Background: an optimization exercise with open tools, aiming at small area, a short achievable clock period and few clock cycles. Do not read the settings as production practice.
In this exercise RTL edits were held to simulation tests only and were not proved equivalent to the original.
Power is estimated from default activity; no workload was simulated.

job 4774:
## pe_top
module pe_top
(
  input  logic    CLK,
  input  logic    rst_n,
  input  logic    req_valid,
  output logic    req_ready,
  input  pe_pkg::opnd_t   req_a,
  input  pe_pkg::opnd_t   req_b,
  input  pe_pkg::pe_out_t req_d,
  input  logic    req_propagate,
  input  pe_pkg::shift_t  req_shift,
  output logic    res_valid,
  input  logic    res_ready,
  output pe_pkg::pe_out_t res
);
  localparam int PPW = 47;
  logic        v0;
  logic [PPW-1:0] pp0;      
  logic [PPW-1:0] pp_in;
  logic [18:0] d0;
  logic        f0;           
  logic [4:0]  s0;
  logic        last_prop;
  logic [31:0] acc;
  logic [18:0] pre;
  logic [18:0] res_q;        
  logic        up_q;
  logic        slot;         
  logic        adv;          
  logic [31:0] base;
  logic [31:0] sum;
  logic [18:0] rs_y;
  logic        rs_up;
  assign slot      = !res_valid || res_ready;
  assign adv       = v0 && slot;
  assign req_ready = !v0 || slot;
  always_ff @(posedge CLK or negedge rst_n) begin
    if (!rst_n) begin
      v0        <= 1'b0;
      last_prop <= 1'b0;
    end else if (req_ready) begin
      v0 <= req_valid;
      if (req_valid) last_prop <= req_propagate;
    end
  end
  always_ff @(posedge CLK) begin
    if (req_ready) begin
      pp0 <= pp_in;
      d0 <= req_d;
      f0 <= req_propagate ^ last_prop;
      s0 <= req_shift;
    end
  end
  mac_pp pp_i (
    .a  (req_a),
    .b  (req_b),
    .pp (pp_in)
  );
  assign base = f0 ? {{13{pre[18]}}, pre} : acc;
  mac_acc mac_i (
    .pp   (pp0),
    .base (base),
    .y    (sum)
  );
  round_sat_stage round_i (
    .x     (acc),
    .shift (s0),
    .y     (rs_y),
    .up    (rs_up)
  );
  always_ff @(posedge CLK or negedge rst_n) begin
    if (!rst_n) begin
      acc       <= '0;
      pre       <= '0;
      res_valid <= 1'b0;
    end else begin
      if (slot) res_valid <= v0;
      if (adv) begin
        acc <= sum;
        pre <= d0;
      end
    end
  end
  always_ff @(posedge CLK) begin
    if (slot) begin
      res_q <= f0 ? rs_y : pre;
      up_q  <= f0 && rs_up;
    end
  ...
make LEC_CHECK=0 CAP_MARGIN=20 CORE_MARGIN=2 CORE_UTILIZATION=40 SLEW_MARGIN=20 finish   # period 7.0 ns
run.sh (not shown) runs the stock make flow with config.mk's settings and CLKGATE_MAP_FILE= SYNTH_SCRIPT=/design/flow/synth_recipe.tcl, a recipe that flattens the netlist after the stock synthesis.
Testbench counts of job 4774, summed over its fixed seeds: cycles 12,016.
## Diff of input files: job 5932 against job 4774
Settings: ABC_CLOCK_PERIOD_IN_PS: unset -> 3300; SETUP_SLACK_MARGIN: unset -> 3.8.
--- outcome ---
Lower routed length on met1 was reported by job 4774, not job 5932.
On clock latency on the worst-skew pair, job 4774 and job 5932 are neck and neck.
Diff job 4774 -> job 5932: register-to-register slack went up by 930 ps; critical path depth went up by 1; violation count after the first detailed-route iteration went down by 140.


T:
pe_top, a different RTL version from the one above (not shown whole).
For scale: roughly 66 I/O pins.
clock: 7.0 ns
lec_check: 0
cap_margin: 20
core_margin: 2
core_utilization: 40
setup_slack_margin: 3.5
slew_margin: 20
In summary, T completed successfully, with a layout that passed the timing, design-rule and antenna checks.
Testbench counts of T, summed over its fixed seeds: cycles 12,016.
The inputs of S differ from those of T as listed below.
Settings: CORE_UTILIZATION changed from 40 to 60; SETUP_SLACK_MARGIN changed from 3.5 to 3.3; CTS_BUF_LIST newly set to sky130_fd_sc_hd__clkbuf_4 sky130_fd_sc_hd__clkbuf_8; ABC_AREA newly set to 1.
==> flow/flow/run.sh (new file) <==
#!/bin/bash
# The standard layout (standard.sh) with two changes:
#  - synthesis is the standard flow's synthesis script with ABC's mapping script replaced
#    by flow/abc_map_area.script (area-oriented mapping); registers are the
#    same as the standard synthesis's;
#  - the port buffers are inserted as the smallest buffer cell (the repair
#    steps resize them where timing needs it).
set -euo pipefail
here=$(pwd)
export BUFFER_PORTS_ARGS="-buffer_cell sky130_fd_sc_hd__buf_1"
export MY_ABC_SCRIPT="$here/flow/abc_map_area.script"
bash standard.sh SYNTH_SCRIPT="$here/flow/synth.tcl" finish > standard_flow.log 2>&1
==> flow/flow/abc_map_area.script (new file) <==
strash
dch
map -a
topo
stime -c
buffer -c
upsize -c
dnsize -c
==> flow/flow/synth.tcl (new file) <==
# The standard flow's synthesis script (synth_recipe.tcl), with ABC's mapping script
# replaced by flow/abc_map_area.script: area-oriented mapping (map -a).
proc synth {args} { yosys synth -nofsm -noshare {*}$args }
proc abc {args} {
  set i [lsearch $args -script]
  if { $i >= 0 && [info exists ::env(MY_ABC_SCRIPT)] } {
    lset args [expr {$i + 1}] $::env(MY_ABC_SCRIPT)
  }
  yosys abc {*}$args
}
source $::env(SCRIPTS_DIR)/synth.tcl
# left out here: clear keep_hierarchy, flatten, clean up, hide names made inside functions, write 1_2_yosys.v
==> flow/standard.sh (new file) <==
#!/bin/bash
# synth_recipe.tcl (not shown) runs the flow's synth.tcl, then flattens the netlist and writes it again
# the make line also repeats each setting of config.mk as NAME=value (left out here)
make -C /OpenROAD-flow-scripts/flow DESIGN_CONFIG=/design/flow/config.mk WORK_HOME=/design/flow/orfs CLKGATE_MAP_FILE= SYNTH_SCRIPT=/design/flow/synth_recipe.tcl "${@:-finish}"
removed: flow/run.sh
### Flow results
- Looking at the reports, S completed the entire flow and the layout it produced met the timing, design-rule and antenna checks.
- From T to S the numbers moved as follows: cell count along the critical path went up 16; die area went down 0.0099 mm^2.
- Core util | S vs T | S higher
- S reports a lower final setup slack of the worst path than T does.
- Diff T -> S: non-clock buffer count decreased by 27 relative to the old numbers; worst hold slack increased by 0.030 ns relative to the old numbers; xor/xnor cell area share of the yosys netlist decreased by 1.1 points relative to the old numbers.
- Internal portion of total power for S is lower than for T.


pe_top, a different RTL version from the one above (not shown whole).
Size: about 1400 cells after synthesis, roughly 130 flip-flops, ~11000 um^2 of cells after synthesis.
## pe_top
module pe_top
(
  input  logic    CLK,
  input  logic    rst_n,
  input  logic    req_valid,
  output logic    req_ready,
  input  pe_pkg::opnd_t   req_a,
  input  pe_pkg::opnd_t   req_b,
  input  pe_pkg::pe_out_t req_d,
  input  logic    req_propagate,
  input  pe_pkg::shift_t  req_shift,
  output logic    res_valid,
  input  logic    res_ready,
  output pe_pkg::pe_out_t res
);
  localparam int PPW = 36;
  logic        v0;
  logic [PPW-1:0] pp0;      
  logic [PPW-1:0] pp_in;
  logic [18:0] d0;
  logic        f0;           
  logic [4:0]  s0;
  logic        last_prop;
  logic [31:0] acc;
  logic [18:0] pre;
  logic        slot;         
  logic        adv;          
  logic [31:0] base;
  logic [31:0] sum;
  logic [18:0] rs_y;
  assign slot      = !res_valid || res_ready;
  assign adv       = v0 && slot;
  assign req_ready = !v0 || slot;
  always_ff @(posedge CLK or negedge rst_n) begin
    if (!rst_n) begin
      v0        <= 1'b0;
      last_prop <= 1'b0;
    end else if (req_ready) begin
      v0 <= req_valid;
      if (req_valid) last_prop <= req_propagate;
    end
  end
  always_ff @(posedge CLK) begin
    if (req_ready) begin
      pp0 <= pp_in;
      d0 <= req_d;
      f0 <= req_propagate ^ last_prop;
      s0 <= req_shift;
    end
  end
  mac_pp pp_i (
    .a  (req_a),
    .b  (req_b),
    .pp (pp_in)
  );
  assign base = f0 ? {{13{pre[18]}}, pre} : acc;
  mac_acc mac_i (
    .pp   (pp0),
    .base (base),
    .y    (sum)
  );
  round_sat_stage round_i (
    .x     (acc),
    .shift (s0),
    .y     (rs_y)
  );
  always_ff @(posedge CLK or negedge rst_n) begin
  ...
export LEC_CHECK = 0
export ABC_AREA = 1
export CAP_MARGIN = 20
export CORE_MARGIN = 2
export CORE_UTILIZATION = 60
export CTS_BUF_LIST = sky130_fd_sc_hd__clkbuf_4 sky130_fd_sc_hd__clkbuf_8
export SETUP_SLACK_MARGIN = 3.3
export SLEW_MARGIN = 20
create_clock -name core_clock -period 7.0 [get_ports {CLK}]
standard.sh (not shown) runs the stock make flow with config.mk's settings and CLKGATE_MAP_FILE= SYNTH_SCRIPT=/design/flow/synth_recipe.tcl, a recipe that flattens the netlist after the stock synthesis.
==> flow/flow/run.sh <==
#!/bin/bash
# The standard layout, with the port buffers inserted as the smallest
# buffer cell (the repair steps resize them where timing needs it).
set -euo pipefail
export BUFFER_PORTS_ARGS="-buffer_cell sky130_fd_sc_hd__buf_1"
bash standard.sh finish > standard_flow.log 2>&1
Testbench counts at the start, summed over its fixed seeds: cycles 12,016.
Edit:
==> flow/flow/run.sh (replaced) <==
#!/bin/bash
# The standard layout (standard.sh) with two changes:
#  - synthesis is the standard flow's synthesis script with ABC's mapping script replaced
#    by flow/abc_map_area.script (area-oriented mapping); registers are the
#    same as the standard synthesis's;
#  - the port buffers are inserted as the smallest buffer cell (the repair
#    steps resize them where timing needs it).
set -euo pipefail
here=$(pwd)
export BUFFER_PORTS_ARGS="-buffer_cell sky130_fd_sc_hd__buf_1"
export MY_ABC_SCRIPT="$here/flow/abc_map_area.script"
bash standard.sh SYNTH_SCRIPT="$here/flow/synth.tcl" finish > standard_flow.log 2>&1
==> flow/flow/abc_map_area.script (new file) <==
strash
dch
map -a
topo
stime -c
buffer -c
upsize -c
dnsize -c
==> flow/flow/synth.tcl (new file) <==
# The standard flow's synthesis script (synth_recipe.tcl), with ABC's mapping script
# replaced by flow/abc_map_area.script: area-oriented mapping (map -a).
proc synth {args} { yosys synth -nofsm -noshare {*}$args }
proc abc {args} {
  set i [lsearch $args -script]
  if { $i >= 0 && [info exists ::env(MY_ABC_SCRIPT)] } {
    lset args [expr {$i + 1}] $::env(MY_ABC_SCRIPT)
  }
  yosys abc {*}$args
}
source $::env(SCRIPTS_DIR)/synth.tcl
# left out here: clear keep_hierarchy, flatten, clean up, hide names made inside functions, write 1_2_yosys.v
Settings changed: SETUP_SLACK_MARGIN 3.3 to 2.9.
What happened: The new run went through all stages and came out clean. Routed wire length drops by 16%. Setup slack gets worse by 0.22 ns. Final area drops by 7.4%. Critical path depth climbs by 19. First-iteration DRC count drops by 41%. Flip-flop and latch count does not change. Combinational power drops by 13%. Maximum frequency drops by 5.7%. Power drops by 9.5%. Sequential power drops by about 5%.
Edit:
Settings changed: SETUP_SLACK_MARGIN 2.9 to 3.1.
Final cell count went up by 0.82%.
Final area is higher by 0.74%.
Setup slack improves by 0.058 ns.
Edit:
Settings changed: SETUP_SLACK_MARGIN 3.1 to 3.3.
After rerunning: The changed run passed the timing, design-rule and antenna checks. Sequential cell count does not change. Critical path depth decreases by 3. Synthesized area stays the same. Synthesized cell count stays the same. Combinational power increases by 15%.
Edit:
Settings changed: SETUP_SLACK_MARGIN 3.3 to 3.5.
=> Global-route usage rises by 1.5 points. Via count rises by a few percent. Design area rises by a few percent. Wire length rises by a few percent. Clock skew falls by 0.0050 ns. Area after synthesis is unchanged. Core utilization rises by 3.6 points. Clock power rises by a few percent. Worst hold slack improved by 0.0099 ns. Maximum frequency rises slightly.
Edit:
==> flow/flow/run.sh (replaced) <==
#!/bin/bash
# The standard layout, with the port buffers inserted as the smallest
# buffer cell (the repair steps resize them where timing needs it).
set -euo pipefail
export BUFFER_PORTS_ARGS="-buffer_cell sky130_fd_sc_hd__buf_1"
bash standard.sh finish > standard_flow.log 2>&1
removed: flow/flow/abc_map_area.script
removed: flow/flow/synth.tcl
The changed run produced a clean layout.
Sequential share of layout area shrinks by 0.43 points.
Cell area came out higher by about 1.4%.
First-iteration DRC count increases by about 25%.
Routed wire length came out higher by 9.2%.
Sequential power grows by about 6%.

[afterwards: timing with drivers on the ports]
The flow's constraints put no driver on any port. The routed layouts listed below were extracted and timed again, unchanged, in two steps.
Step 1 sets driving cells, clkbuf_16 on the clock port and buf_2 on the other inputs (assumed; they add their load-dependent delay and slew).
Step 2 adds t to the input delays and takes it off the output delays; t is the mean of the earliest and latest rising clock arrival at the registers after step 1. Input paths then give back, and output paths get back, about the clock's delay inside the block.
Three values: no drivers, after step 1, after step 2; two values: the first two.
run	t (ns)	slack for setup (ns)	latest minus earliest clock arrival (ns)	worst slew at a driven data input, ns	pins driven straight from the clock port
job 4774	0.475	2.053 / 2.053 / 2.053	0.012 / 0.013	0.05	1
job 5932	0.476	2.982 / 2.982 / 2.982	0.012 / 0.012	0.05	1
T	0.471	3.154 / 3.154 / 3.059	0.010 / 0.010	0.04	1
S	0.488	2.917 / 2.917 / 2.895	0.016 / 0.016	0.04	1
the first run of note 3	0.492	3.378 / 3.368 / 2.907	0.018 / 0.017	0.03	1
the second run of note 3	0.494	3.158 / 3.158 / 2.807	0.020 / 0.020	0.05	1
the third run of note 3	0.505	3.216 / 3.216 / 2.853	0.023 / 0.022	0.06	1
the fourth run of note 3	0.502	3.304 / 3.304 / 2.911	0.022 / 0.021	0.05	1
the fifth run of note 3	0.497	3.324 / 3.324 / 2.956	0.019 / 0.019	0.05	1
the sixth run of note 3	0.508	3.546 / 3.565 / 3.057	0.017 / 0.017	0.04	1
After both steps every run listed still meets setup and hold. For the sixth run of note 3, which loses most, drivers alone change the setup slack by +0.019 ns; drivers and shift together by -0.489 ns.
